This is an optimization exercise on Yosys and OpenROAD, whose aim is a short achievable clock period and few clock cycles, not a production implementation. In this exercise RTL edits were held to simulation tests only and were not proved equivalent to the original. Power is estimated from default activity; no workload was simulated.

==> design/flow/design.v <==
`timescale 1ns/100ps
`default_nettype none
package riscvPkg;
    localparam logic [1:0] kRegLoad = 2'd0;   
    localparam logic [1:0] kFetch   = 2'd1;   
    localparam logic [1:0] kData    = 2'd2;   
    localparam logic [1:0] kWrite   = 2'd3;   
    localparam logic [2:0] phInit  = 3'd0;
    localparam logic [2:0] phStart = 3'd1;
    localparam logic [2:0] phAfterD = 3'd2;
    localparam logic [2:0] phAfterF = 3'd3;
    localparam logic [2:0] phDone  = 3'd4;
endpackage
`default_nettype wire
`timescale 1ns/100ps
`default_nettype none
module insnDecoder (
    input  logic [31:0] insn,
    output logic        isLoad,
    output logic        isStore,
    output logic        isLui,
    output logic        isOpImm,
    output logic        writes,
    output logic [31:0] immI,
    output logic [31:0] immS
);
    logic is32;
    assign is32 = insn[1:0] == 2'b11;
    assign isLoad = is32 && insn[6:2] == 5'b00000;
    assign isOpImm = is32 && insn[6:2] == 5'b00100;
    assign isStore = is32 && insn[6:2] == 5'b01000;
    assign isLui = is32 && insn[6:2] == 5'b01101;
    assign writes = isLoad | isStore | isLui | isOpImm;
    assign immI = {{20{insn[31]}}, insn[31:20]};
    assign immS = {{20{insn[31]}}, insn[31:25], insn[11:7]};
endmodule
`default_nettype wire
`timescale 1ns/100ps
`default_nettype none
module alu (
    input  logic [2:0]  funct3,
    input  logic        arith,
    input  logic [31:0] x,
    input  logic [31:0] y,
    output logic [16:0] sumLo,
    output logic        carryLo,
    output logic [14:0] sumHi0,
    output logic [14:0] sumHi1,
    output logic [31:0] logic_,
    output logic [31:0] shl,
    output logic [31:0] shr,
    output logic        ltLo,
    output logic        eqHi,
    output logic        ltHiU,
    output logic        ltHiS
);
    logic [4:0] shamt;
    logic s, hiOnes;
    assign shamt = y[4:0];
    assign s = y[31];
    prefixAdd #(.W(17)) addLo (.a(x[16:0]), .b(y[16:0]), .cin(1'b0), .s(sumLo), .cout(carryLo));
    assign sumHi0 = s ? x[31:17] - 15'd1 : x[31:17];
    assign sumHi1 = s ? x[31:17] : x[31:17] + 15'd1;
    assign hiOnes = x[31:16] == 16'hffff;
    logic [15:0] diffLo;
    logic noBorrow;
    prefixAdd #(.W(16)) cmpLo (.a(x[15:0]), .b(~y[15:0]), .cin(1'b1), .s(diffLo), .cout(noBorrow));
    assign ltLo = ~noBorrow;
    assign eqHi = s ? hiOnes : x[31:16] == 16'd0;
    assign ltHiU = s & ~hiOnes;
    assign ltHiS = x[31] & ~(s & hiOnes);
    assign logic_ = funct3[1] ? (funct3[0] ? x & y : x | y) : x ^ y;
    assign shl = x << shamt;
    assign shr = $unsigned($signed({arith & x[31], x}) >>> shamt);
endmodule
`default_nettype wire
`default_nettype none
module prefixAdd #(
    parameter int W = 16
) (
    input  logic [W-1:0] a,
    input  logic [W-1:0] b,
    input  logic         cin,
    output logic [W-1:0] s,
    output logic         cout
);
    localparam int L = W > 16 ? 5 : W > 8 ? 4 : W > 4 ? 3 : W > 2 ? 2 : 1;
    logic [W-1:0] g [0:L];
    logic [W-1:0] p [0:L];
    logic [W:0]   c;
    always_comb begin
        g[0] = a & b;
        p[0] = a ^ b;
        g[0][0] = (a[0] & b[0]) | ((a[0] ^ b[0]) & cin);
        for (int k = 1; k <= L; k++) begin
            for (int i = 0; i < W; i++) begin
                if (i >= (1 << (k - 1))) begin
                    g[k][i] = g[k-1][i] | (p[k-1][i] & g[k-1][i - (1 << (k - 1))]);
                    p[k][i] = p[k-1][i] & p[k-1][i - (1 << (k - 1))];
                end else begin
                    g[k][i] = g[k-1][i];
                    p[k][i] = p[k-1][i];
                end
            end
        end
        c[0] = cin;
        for (int i = 0; i < W; i++) c[i+1] = g[L][i];
        s = (a ^ b) ^ c[W-1:0];
        cout = c[W];
    end
endmodule
`default_nettype wire
`timescale 1ns/100ps
`default_nettype none
module byteLanes (
    input  logic [3:0]  lb,
    input  logic        isB,
    input  logic        isH,
    input  logic        isW,
    input  logic        hHi,
    input  logic        uns,
    input  logic [3:0]  rep,
    input  logic [31:0] word,
    input  logic [31:0] rs2x,
    output logic [31:0] loadValue,
    output logic [31:0] storeWord
);
    logic signB, signH, ext;
    assign signB = (lb[0] & word[7]) | (lb[1] & word[15]) | (lb[2] & word[23]) | (lb[3] & word[31]);
    assign signH = hHi ? word[31] : word[15];
    assign ext = ~uns & ((isB & signB) | (isH & signH));
    assign loadValue[7:0] = ({8{lb[0]}} & word[7:0]) | ({8{lb[1]}} & word[15:8])
                          | ({8{lb[2]}} & word[23:16]) | ({8{lb[3]}} & word[31:24]);
    assign loadValue[15:8] = isW ? word[15:8] : isH ? (hHi ? word[31:24] : word[15:8]) : {8{ext}};
    assign loadValue[31:16] = isW ? word[31:16] : {16{ext}};
    for (genvar k = 0; k < 4; k++) begin : g_lane
        assign storeWord[8*k +: 8] = rep[k] ? rs2x[8*k +: 8] : word[8*k +: 8];
    end
endmodule
`default_nettype wire
`timescale 1ns/100ps
`default_nettype none
import riscvPkg::*;
module coreSequencer (
    input  logic        clk,
    input  logic        rst,
    input  logic [31:0] memRdata,
    input  logic        memReady,
    output logic [14:0] memAddr,
    output logic [31:0] memWdata,
    output logic        memWe,
    output logic        memStrobe
);
    logic [1:0]  oKind;      
    logic        issQ;       
    logic [31:0] rdQ;        
    logic        fQ, dQ, rQ;  
    logic        lastQ;      
    logic [2:0]  ph;
    logic [4:0]  rCnt;       
    logic [3:0]  rDone;      
    logic [14:0] pc1;        
    logic [14:0] pc2;        
    logic        m1, m2;     
    logic [31:0] rf [0:15];
    logic [15:0] rfWe;       
    logic [31:0] rfWd;
    logic        q1v, q2v;
    logic [31:0] q0i, q1i, q2i;
    logic [1:0]  c1;         
    logic [31:0] opA1, opB1, imm1;
    logic [16:0] sumLo1;
    logic        cLo1;
    logic [14:0] sumHi01, sumHi11;
    logic [31:0] log1, shl1, shr1;
    logic        ltLo1, eqHi1, ltHiU1, ltHiS1;
    logic        ld0, st0, lui0, opi0, wr0, needOld0;
    logic [3:0]  lb0, rep0;
    logic        isB0, isH0, isW0, hHi0, uns0;
    logic [31:0] rs2x0;
    logic [16:0] sumLo0;
    logic        cLo0;
    logic [14:0] sumHi00, sumHi10;
    logic [31:0] log0, shl0, shr0;
    logic        ltLo0, eqHi0, ltHiU0, ltHiS0;
    logic        sSum0, sShl0, sShr0, sLog0, sLts0, sLtu0, sLui0, sLdO0, sStO0;
    logic        hasD0;
    logic        c0;         
    logic [31:0] old0;
    logic [15:0] oldSel0;    
    logic [31:0] res0;
    logic        rv0;        
    logic        cm0;        
    logic [14:0] wA0;        
    logic        wReg0;      
    logic [15:0] wOh0;       
    logic ld1, st1, lui1, opi1, wr1;
    logic [31:0] immI1, immS1;
    insnDecoder dec1 (.insn(q1i), .isLoad(ld1), .isStore(st1), .isLui(lui1), .isOpImm(opi1),
                      .writes(wr1), .immI(immI1), .immS(immS1));
    logic [16:0] dS1;
    logic [14:0] wA1;
    assign dS1 = sumLo1;
    assign wA1 = st1 ? dS1[16:2] : {11'd0, q1i[10:7]};
    logic [16:0] dS0;
    logic        nV;
    logic [1:0]  nK;
    logic [14:0] nA;
    always_comb begin
        nV = 1'b0;
        nK = kFetch;
        nA = pc2;
        case (ph)
            phInit: begin
                nV = 1'b1;
                nK = kRegLoad;
                nA = {11'd0, rCnt[3:0]};
            end
            phStart: begin
                nV = 1'b1;
                if (hasD0) begin
                    nK = kData;
                    nA = dS0[16:2];
                end
            end
            phAfterD: nV = 1'b1;
            phAfterF: begin
                nV = rv0;
                nK = kWrite;
                nA = wA0;
            end
            default: ;
        endcase
    end
    logic load;
    assign load = memReady | ~memStrobe;
    always_ff @(posedge clk) begin
        rdQ <= memRdata;
        if (rst) begin
            memStrobe <= 1'b0;
            memWe <= 1'b0;
            memAddr <= 15'd0;
            memWdata <= 32'd0;
            oKind <= kFetch;
            issQ <= 1'b0;
            fQ <= 1'b0;
            dQ <= 1'b0;
            rQ <= 1'b0;
            lastQ <= 1'b0;
        end else begin
            fQ <= memReady & memStrobe & (oKind == kFetch);
            dQ <= memReady & memStrobe & (oKind == kData);
            rQ <= memReady & memStrobe & (oKind == kRegLoad);
            lastQ <= load & nV & (nK == kWrite || (nK == kFetch && ph != phInit && !wr0));
            issQ <= load & nV;
            if (load) begin
                memStrobe <= nV;
                memAddr <= nA;
                memWe <= nK == kWrite;
                memWdata <= res0;
                oKind <= nK;
            end
        end
    end
    logic inV;
    logic wChk;
    logic patch1, patch2, patchIn;
    logic [31:0] q2iP, inP;
    logic shiftOk, lastIss, shift;
    assign inV = fQ;
    logic [31:0] src1;
    logic stS, ldS, luiS, opiS, wrS;
    logic [31:0] immIS, immSS;
    logic in1;
    assign in1 = 1'b0;
    assign src1 = in1 ? rdQ : q1i;
    insnDecoder decS (.insn(src1), .isLoad(ldS), .isStore(stS), .isLui(luiS), .isOpImm(opiS),
                      .writes(wrS), .immI(immIS), .immS(immSS));
    assign wChk = issQ && oKind == kWrite;
    assign patch1 = wChk && m1;
    assign patch2 = wChk && q2v && m2;
    assign patchIn = wChk && inV && m2;
    assign q2iP = patch2 ? res0 : q2i;
    assign inP = patchIn ? res0 : rdQ;
    assign shiftOk = q1v && c1 == 2'd2 && !patch1 && (cm0 || !wr0);
    assign lastIss = lastQ;
    assign shift = (lastIss || ph == phDone) && shiftOk;
    logic dNow, oNow, final0;
    logic [31:0] resN;
    assign dNow = hasD0 && dQ;
    assign oNow = !hasD0 && needOld0 && c0;
    assign final0 = !wReg0 || rv0 || dNow || oNow;
    assign resN = rv0 ? res0 : hasD0 ? ldRd : ld0 ? ldOld : stOld;
    logic [31:0] aluB, ldRd, stRd, ldOld, stOld;
    always_ff @(posedge clk) begin
        if (rst) begin
            ph <= phInit;
            rCnt <= 5'd0;
            rDone <= 4'd0;
            pc1 <= 15'h3ff;
            pc2 <= 15'h400;
            q1v <= 1'b1;
            q1i <= 32'd0;
            q2v <= 1'b0;
            c1 <= 2'd2;
            ld0 <= 1'b0;
            st0 <= 1'b0;
            lui0 <= 1'b0;
            opi0 <= 1'b0;
            wr0 <= 1'b0;
            hasD0 <= 1'b0;
            wReg0 <= 1'b0;
            rv0 <= 1'b0;
            cm0 <= 1'b0;
            c0 <= 1'b0;
            rfWe <= 16'd0;
        end else begin
            if (issQ) begin
                case (oKind)
                    kRegLoad: begin
                        rCnt <= rCnt + 5'd1;
                        if (rCnt[3:0] == 4'd15) ph <= phStart;
                    end
                    kData: ph <= phAfterD;
                    kFetch: begin
                        if (wr0) ph <= phAfterF;
                        else ph <= shiftOk ? phStart : phDone;
                    end
                    default: ph <= shiftOk ? phStart : phDone;
                endcase
            end else if (ph == phDone && shiftOk) begin
                ph <= phStart;
            end
            rfWe <= 16'd0;
            if (rQ) begin
                rfWe <= 16'd1 << rDone;
                rfWd <= rdQ;
                rDone <= rDone + 4'd1;
            end else if (rv0 && !cm0) begin
                rfWe <= wReg0 ? wOh0 : 16'd0;
                rfWd <= res0;
            end
            if (shift) begin
                q0i <= q1i;
                ld0 <= ld1;
                st0 <= st1;
                lui0 <= lui1;
                opi0 <= opi1;
                wr0 <= wr1;
                needOld0 <= ld1 || (st1 && !q1i[13]);
                lb0 <= q1i[13] ? 4'b0001 : q1i[12] ? (dS1[1] ? 4'b0100 : 4'b0001) : 4'b0001 << dS1[1:0];
                isB0 <= q1i[13:12] == 2'b00;
                isH0 <= q1i[13:12] == 2'b01;
                isW0 <= q1i[13];
                hHi0 <= dS1[1];
                oldSel0 <= 16'd1 << dS1[5:2];
                uns0 <= q1i[14];
                rep0 <= q1i[13] ? 4'b1111 : q1i[12] ? (dS1[1] ? 4'b1100 : 4'b0011) : 4'b0001 << dS1[1:0];
                rs2x0 <= q1i[13] ? opB1 : q1i[12] ? {2{opB1[15:0]}} : {4{opB1[7:0]}};
                sumLo0 <= sumLo1;
                cLo0 <= cLo1;
                sumHi00 <= sumHi01;
                sumHi10 <= sumHi11;
                log0 <= log1;
                shl0 <= shl1;
                shr0 <= shr1;
                ltLo0 <= ltLo1;
                eqHi0 <= eqHi1;
                ltHiU0 <= ltHiU1;
                ltHiS0 <= ltHiS1;
                sSum0 <= opi1 && q1i[14:12] == 3'd0;
                sLts0 <= opi1 && q1i[14:12] == 3'd2;
                sLtu0 <= opi1 && q1i[14:12] == 3'd3;
                sShl0 <= opi1 && q1i[14:12] == 3'd1;
                sShr0 <= opi1 && q1i[14:12] == 3'd5;
                sLog0 <= opi1 && (q1i[14:12] == 3'd4 || q1i[14:13] == 2'b11);
                sLui0 <= lui1;
                sLdO0 <= ld1;
                sStO0 <= st1;
                hasD0 <= dS1[16:6] != 11'd0 && (ld1 || (st1 && !q1i[13]));
                wA0 <= wA1;
                wReg0 <= wr1 && wA1[14:4] == 11'd0;
                wOh0 <= 16'd1 << wA1[3:0];
                pc1 <= pc1 + 15'd1;
                pc2 <= pc2 + 15'd1;
                rv0 <= 1'b0;
                cm0 <= 1'b0;
                c0 <= 1'b0;
                if (q2v) begin
                    q1i <= q2iP;
                    q1v <= 1'b1;
                    q2i <= inP;
                    q2v <= inV;
                end else begin
                    q1i <= inP;
                    q1v <= inV;
                    q2v <= 1'b0;
                end
                c1 <= (in1 && !patchIn && !(wr1 && wA1[14:4] == 11'd0)) ? 2'd1 : 2'd0;
            end else begin
                c0 <= 1'b1;
                if (patch1) q1i <= res0;
                if (patch2) q2i <= res0;
                if (inV) begin
                    if (!q1v) begin
                        q1i <= inP;
                        q1v <= 1'b1;
                    end else begin
                        q2i <= inP;
                        q2v <= 1'b1;
                    end
                end
                if (patch1 || (inV && !q1v) || !final0) c1 <= 2'd0;
                else if (c1 != 2'd2) c1 <= c1 + 2'd1;
                if (!rv0) begin
                    if (hasD0) begin
                        if (dQ) begin
                            res0 <= ld0 ? ldRd : stRd;
                            rv0 <= 1'b1;
                        end
                    end else if (c0 || !needOld0) begin
                        res0 <= aluB;
                        rv0 <= wr0;
                    end
                end else if (!cm0) begin
                    cm0 <= 1'b1;
                end
            end
        end
    end
    always_ff @(posedge clk) begin
        for (int i = 0; i < 16; i++) begin
            if (rfWe[i]) rf[i] <= rfWd;
        end
    end
    logic [16:0] sumLoOut;
    logic        cLoOut, ltLoOut, eqHiOut, ltHiUOut, ltHiSOut;
    logic [14:0] sumHi0Out, sumHi1Out;
    logic [31:0] logOut, shlOut, shrOut;
    alu alu0 (.funct3(q1i[14:12]), .arith(q1i[30]), .x(opA1), .y(imm1),
              .sumLo(sumLoOut), .carryLo(cLoOut), .sumHi0(sumHi0Out), .sumHi1(sumHi1Out),
              .logic_(logOut), .shl(shlOut), .shr(shrOut),
              .ltLo(ltLoOut), .eqHi(eqHiOut), .ltHiU(ltHiUOut), .ltHiS(ltHiSOut));
    logic ltU0, ltS0;
    assign ltU0 = ltHiU0 || (eqHi0 && ltLo0);
    assign ltS0 = ltHiS0 || (eqHi0 && ltLo0);
    assign aluB = ({32{sSum0}} & {cLo0 ? sumHi10 : sumHi00, sumLo0})
                | ({32{sShl0}} & shl0) | ({32{sShr0}} & shr0) | ({32{sLog0}} & log0)
                | {31'd0, (sLts0 && ltS0) || (sLtu0 && ltU0)}
                | ({32{sLui0}} & {q0i[31:12], 12'd0})
                | ({32{sLdO0}} & ldOld) | ({32{sStO0}} & stOld);
    byteLanes lanesD (.lb(lb0), .isB(isB0), .isH(isH0), .isW(isW0), .hHi(hHi0), .uns(uns0),
                      .rep(rep0), .word(rdQ), .rs2x(rs2x0), .loadValue(ldRd), .storeWord(stRd));
    byteLanes lanesR (.lb(lb0), .isB(isB0), .isH(isH0), .isW(isW0), .hHi(hHi0), .uns(uns0),
                      .rep(rep0), .word(old0), .rs2x(rs2x0), .loadValue(ldOld), .storeWord(stOld));
    assign dS0 = sumLo0;
    logic [31:0] q1iN, rfA, rfB;
    logic [15:0] ohA, ohB;
    always_comb begin
        q1iN = q1i;
        if (rst) begin
            q1iN = 32'd0;
        end else if (shift) begin
            q1iN = q2v ? q2iP : inP;
        end else begin
            if (patch1) q1iN = res0;
            if (inV && !q1v) q1iN = inP;
        end
    end
    always_comb begin
        rfA = 32'd0;
        rfB = 32'd0;
        for (int i = 0; i < 16; i++) begin
            if (ohA[i]) rfA = rfA | rf[i];
            if (ohB[i]) rfB = rfB | rf[i];
        end
    end
    logic fwdA, fwdB;
    assign fwdA = (rv0 || dNow || oNow) && wReg0 && wA0[3:0] == src1[18:15];
    assign fwdB = (rv0 || dNow || oNow) && wReg0 && wA0[3:0] == src1[23:20];
    always_ff @(posedge clk) begin
        old0 <= 32'd0;
        for (int i = 0; i < 16; i++) begin
            if (oldSel0[i]) old0 <= rf[i];
        end
        opA1 <= fwdA ? resN : rfA;
        opB1 <= fwdB ? resN : rfB;
        ohA <= 16'd1 << q1iN[18:15];
        ohB <= 16'd1 << q1iN[23:20];
        imm1 <= stS ? immSS : immIS;
        sumLo1 <= sumLoOut;
        cLo1 <= cLoOut;
        sumHi01 <= sumHi0Out;
        sumHi11 <= sumHi1Out;
        log1 <= logOut;
        shl1 <= shlOut;
        shr1 <= shrOut;
        ltLo1 <= ltLoOut;
        eqHi1 <= eqHiOut;
        ltHiU1 <= ltHiUOut;
        ltHiS1 <= ltHiSOut;
        m1 <= wA0 == pc1;
        m2 <= wA0 == pc2;
    end
endmodule
`default_nettype wire
`timescale 1ns/100ps
`default_nettype none
module riscvCore (
    input  logic        clk,
    input  logic        rst,
    input  logic [31:0] memRdata,
    input  logic        memReady,
    output logic [14:0] memAddr,
    output logic [31:0] memWdata,
    output logic        memWe,
    output logic        memStrobe
);
    coreSequencer seq0 (
        .clk(clk), .rst(rst), .memRdata(memRdata), .memReady(memReady),
        .memAddr(memAddr), .memWdata(memWdata), .memWe(memWe), .memStrobe(memStrobe)
    );
endmodule
`default_nettype wire
`timescale 1ns/100ps
`default_nettype none
module riscvTop (
    input  logic        clk,
    input  logic        rst,
    input  logic [31:0] mem_rdata,
    input  logic        mem_ready,
    output logic [14:0] mem_addr,
    output logic [31:0] mem_wdata,
    output logic        mem_we,
    output logic        mem_strobe
);
    riscvCore core0 (
        .clk(clk), .rst(rst), .memRdata(mem_rdata), .memReady(mem_ready),
        .memAddr(mem_addr), .memWdata(mem_wdata), .memWe(mem_we), .memStrobe(mem_strobe)
    );
endmodule
`default_nettype wire
==> design/flow/run.sh <==
#!/bin/bash
# synth_recipe.tcl (not shown) runs the flow's synth.tcl, then flattens the netlist and writes it again
# the make line also repeats each setting of config.mk as NAME=value (left out here)
make -C /OpenROAD-flow-scripts/flow DESIGN_CONFIG=/design/flow/config.mk WORK_HOME=/design/flow/orfs CLKGATE_MAP_FILE= SYNTH_SCRIPT=/design/flow/synth_recipe.tcl finish
==> design/flow/config.mk <==
export PLATFORM = sky130hd
export DESIGN_NAME = riscvTop
export DESIGN_NICKNAME = riscvTop
export VERILOG_FILES = /design/flow/design.v
export SDC_FILE = /design/flow/constraint.sdc
export NUM_CORES = 4
export LEC_CHECK = 0
export ABC_CLOCK_PERIOD_IN_PS = 2000
export CAP_MARGIN = 20
export CORE_MARGIN = 2
export CORE_UTILIZATION = 35
export CTS_CLUSTER_DIAMETER = 60
export CTS_CLUSTER_SIZE = 30
export PLACE_DENSITY = 0.5
export SETUP_SLACK_MARGIN = 3.55
export SLEW_MARGIN = 20
export TNS_END_PERCENT = 100
==> design/flow/constraint.sdc <==
create_clock -name core_clock -period 6.0 [get_ports {clk}]
set_input_delay 1.2000 -clock core_clock [delete_from_list [all_inputs] [get_ports {clk}]]
set_output_delay 1.2000 -clock core_clock [all_outputs]
set_load 0.01 [all_outputs]
==> results.yml <==
synthesis:
  synth.ff_latch_count: 1352
  synth_mux_area_share_pct: 6.29
  synth_enable_flop_cells: 874
  mapped_nets: 5817
  summed_instance_area_of_the_synthesized_netlist_sq_um: 63500
  synth_async_sr_flop_share_pct: 0
  synth_warnings: 8
  synthXorXnorAreaFrac_pct: 1.42
  synth_cells: 5689
  synth_cell_types: 76
  synth_top_area_share_pct: 41.3
  most_instantiated_flip_flop_cell_in_the_synthesis_netlist: "edfxtp_1"
  yosysSeqAreaShare_pct: 56.4
  synth_simple_gate_area_share_pct: 9.79
  syn-mean-instance-area_sq_um: 11.2
  synth_largest_area_cell: "edfxtp_1"
  largest_family_of_logic_cells_by_synthesized_area: "compound AO/OA/AOI/OAI gates"
  ys_top_cells_by_area: "edfxtp_1, dfxtp_1, a22oi_1"
  yosys.area_share.adder_pct: 1.84
  synth-compound-area-share_pct: 20.6
global_routing:
  global_route.usage.met2_pct: 46.3
  met3_usage_pct: 9.97
  global_route_wire_length_before_repair_um: 408000
  busiest_layer: "met2"
  grt_overflow: 0
  grt_pass1_vias: 51066
  groute.usage.overall_pct: 31.2
  antenna_found_initial: 18
  global_route.usage.met1_pct: 40.0
  pin_count_of_the_biggest_net_entering_global_routing: 85
floorplanning:
  dieWidth_um: 430
  floorplan.die_area_sq_um: 185000
  core.rowCount: 156
  initial_utilization_pct: 35.2
  floorplan.core_area_sq_um: 181000
  dieHeight_um: 430
  io_pins: 84
place:
  dpl_cells: 7801
  placement.cell_area_sq_um: 66900
  portBuffers: 83
  dp.final_hpwl_um: 183000
  finalWeightedCongestion: 0.956
finish:
  finalInstanceArea_sq_um: 73900
  final-instance-count-excl-fill: 8141
  syn_to_final_growth_pct: 16.3
  num-nets-final: 5791
  fraction_of_final_layout_cells_sized_beyond_drive_strength_1_pct: 17.8
  post-route-util_pct: 40.9
sta:
  setup_viol_count_final: 0
  period_minus_slack_ps: 2530
  maxClockFrequency_mhz: 395
  skew_ps: 104
  final.period_utilization_pct: 42.2
  setup_total_negative_slack_ps: 0
  final_hold_viol_count: 0
  grt_setup_unrepaired: "yes"
  final-max-slew-violation-count: 0
  slew-limit-headroom_pct: 20.3
  worst-slew-pin-transition_ps: 1200
cts:
  clkTransAtPathRegs_ps: 80
  cts_made_buffers: 118
  tritoncts_clock_tree: "done"
  clk_latency_ps: 840
  htree_num_levels: 3
  maximum_buffer_depth_of_the_clock_tree: 3
  cts.sinks: 1352
  postCtsHoldBufs: 0
  ctsRootBufferMaster: "clkbuf_16"
routing:
  route.antenna.remaining_nets: 0
  drt-initial-drc-count: 9502
  drc: 0
  post_drt_via_cell_ratio: 6.65
  route.vias.total: 54138
  wire_per_inst_um: 36.9
  totalWireLength_um: 301000
  drt_pre_antenna_iters: 11
worst_setup_path:
  startpoint_type_of_the_worst_setup_path: "flip-flop"
  criticalPathCategory: "flip-flop to flip-flop"
  endpoint_kind: "flip-flop"
  timing.critical_path.arrival_ps: 3190
  worst-endpoint-required_ps: 6660
  timing.critical_path.fanout_max: 37
flow_run:
  maxCapViolCount: 0
hold_path:
  worst_hold_path_type: "flip-flop to flip-flop"
run_status:
  status: "timing/DRC/antenna clean"
power_and_ir_drop:
  ir_drop_v: 0.000271
  leakage_nw: 25.4
  power-per-cell-area_nw_per_um2: 346
[cells in the mapped netlist (all sizes together) (123+ instances only)]
library cell / n
a22oi: 426
nor2: 442
a221oi: 141
o21ai: 218
edfxtp: 874
clkbuf: 410
mux2: 123
mux2i: 126
nand3: 161
inv: 140
nand2: 438
a21oi: 388
dfxtp: 478
[critical path: stages, from the launching register on]
cell,delay [ps]
edfxtp_1,420
buf_12,240
or3_2,940
o31ai_1,730
[sequential cells by signal, summed over array words and instances (netlist names), 17 cells and up]
signal	flops
core0.seq0.q1i	32
core0.seq0.rf	512
core0.seq0.memWdata	32
core0.seq0.rs2x0	32
core0.seq0.sumLo1	17
core0.seq0.sumLo0	17
core0.seq0.q0i	20
core0.seq0.rdQ	32
core0.seq0.res0	32
core0.seq0.shr0	32
core0.seq0.log0	32
core0.seq0.opA1	32
core0.seq0.shl1	32
core0.seq0.shr1	32
core0.seq0.rfWd	32
core0.seq0.shl0	32
core0.seq0.log1	32
core0.seq0.opB1	32
core0.seq0.old0	32
core0.seq0.q2i	32
[layout by cell type, fill, tap and decap left out, types with 27 or more instances in the layout]
cell	count
edfxtp_1	874
nand2_1	428
a22oi_1	425
nor2_1	415
a21oi_1	384
dfxtp_1	345
o21ai_0	204
buf_4	170
nand3_1	160
a221oi_1	140
inv_1	133
clkbuf_16	125
mux2i_1	123
mux2_2	123
a22o_1	115
a222oi_1	101
ha_1	87
xnor2_1	83
dfxtp_2	75
buf_6	70
nor3_1	68
a211oi_1	62
mux4_2	60
o22ai_1	59
dfxtp_4	58
o221ai_1	55
nand4_1	54
nand2b_1	52
clkdlybuf4s50_1	33
a221o_1	31
nor3_2	30
and3_1	29
o31ai_1	27
[what timing repair did]
action,in CTS,in global routing
endpoints found under the setup margin,723,398
setup buffers,52,47
pin swaps,14,33
cloned,6,7
gates resized for setup,489,141
[cell type report]
cell class | count | area (sq um)
fillers | 16999 | 107000
flip-flops and latches | 1352 | 36100
multi-input cells | 3729 | 26500
repair buffers | 319 | 3400
clock buffers | 122 | 2970
well taps | 2370 | 2970
clock inverters | 103 | 1380
inverters | 142 | 553
diodes | 3 | 7.51
repair inverters | 1 | 5.00
[layer usage]
metal / wire length (um) / vias to the layer above
met1: 113000 / 26491
met4: 21300 / 14
met2: 127000 / 4390
met3: 39300 / 1194
met5: 106 / -
li1: - / 22049
[final timing paths]
| kind | start | end | slack [ps] | cells after the start |
|---|---|---|---|---|
| max | core0.seq0.oldSel0[11] | core0.seq0.old0[3] | 3470 | 3 |
| min | core0.seq0.log1[17] | core0.seq0.log0[17] | 360 | 0 |
| max reg2reg | core0.seq0.oldSel0[11] | core0.seq0.old0[3] | 3470 | 3 |
| min reg2reg | core0.seq0.log1[17] | core0.seq0.log0[17] | 360 | 0 |
[per-stage QoR]
step / total power (W) / hold WS, ps / setup WS, ps
6_report: 0.0256 / 363 / 3470
5_1_grt: 0.0264 / 389 / 3400
4_1_cts: 0.0253 / 387 / 3420
3_5_place_dp: 0.0167 / 389 / 2150
3_3_place_gp: 0.0166 / 386 / 2230
2_1_floorplan: 0.0145 / 339 / 23.5
[logic make-up (layout without fill, tap and decap cells)]
kind of cell / Yosys count / in the layout
DFF: 1352 / 1352
adders and majority gates: 93 / 93
muxes: 309 / 309
xor gates and xnor gates: 103 / 103
and+or+nand+nor: 1391 / 1393
other: 0 / 3
buffers and inverters: 610 / 687
AOI/OAI and AO/OA: 1831 / 1831
[power by group]
part           total, W  switching, W  internal, W
clock network   0.00852       0.00436      0.00416
registers        0.0122       0.00115       0.0110
logic           0.00490       0.00306      0.00184
Testbench counts, summed over its fixed seeds: cycles 56,915.

[static timing again, ports no longer ideal]
Ports are ideal in the flow. The routed layout listed here was re-timed in OpenROAD.
Step 1 assumes that a clkbuf_16 drives the clock port and a buf_2 every other input.
Step 2 times the ports against the registers' clock, not the clock port: input delays grow and output delays shrink by t, the midpoint of the rising clock arrivals with the driver on.
Slacks: no drivers / after step 1 / after step 2; pairs: no drivers / after step 1.
shift t [ns]: 0.871
setup slack, ns: 3.469 / 3.395 / 2.846
worst hold slack (ns): 0.363 / 0.363 / 0.363
worst slew at a driven data input, ns: 0.08
pins driven straight from the clock port: 1
After both steps setup and hold are still met in this run. For this run, drivers alone change the setup slack by -0.074 ns; drivers and shift together by -0.623 ns.
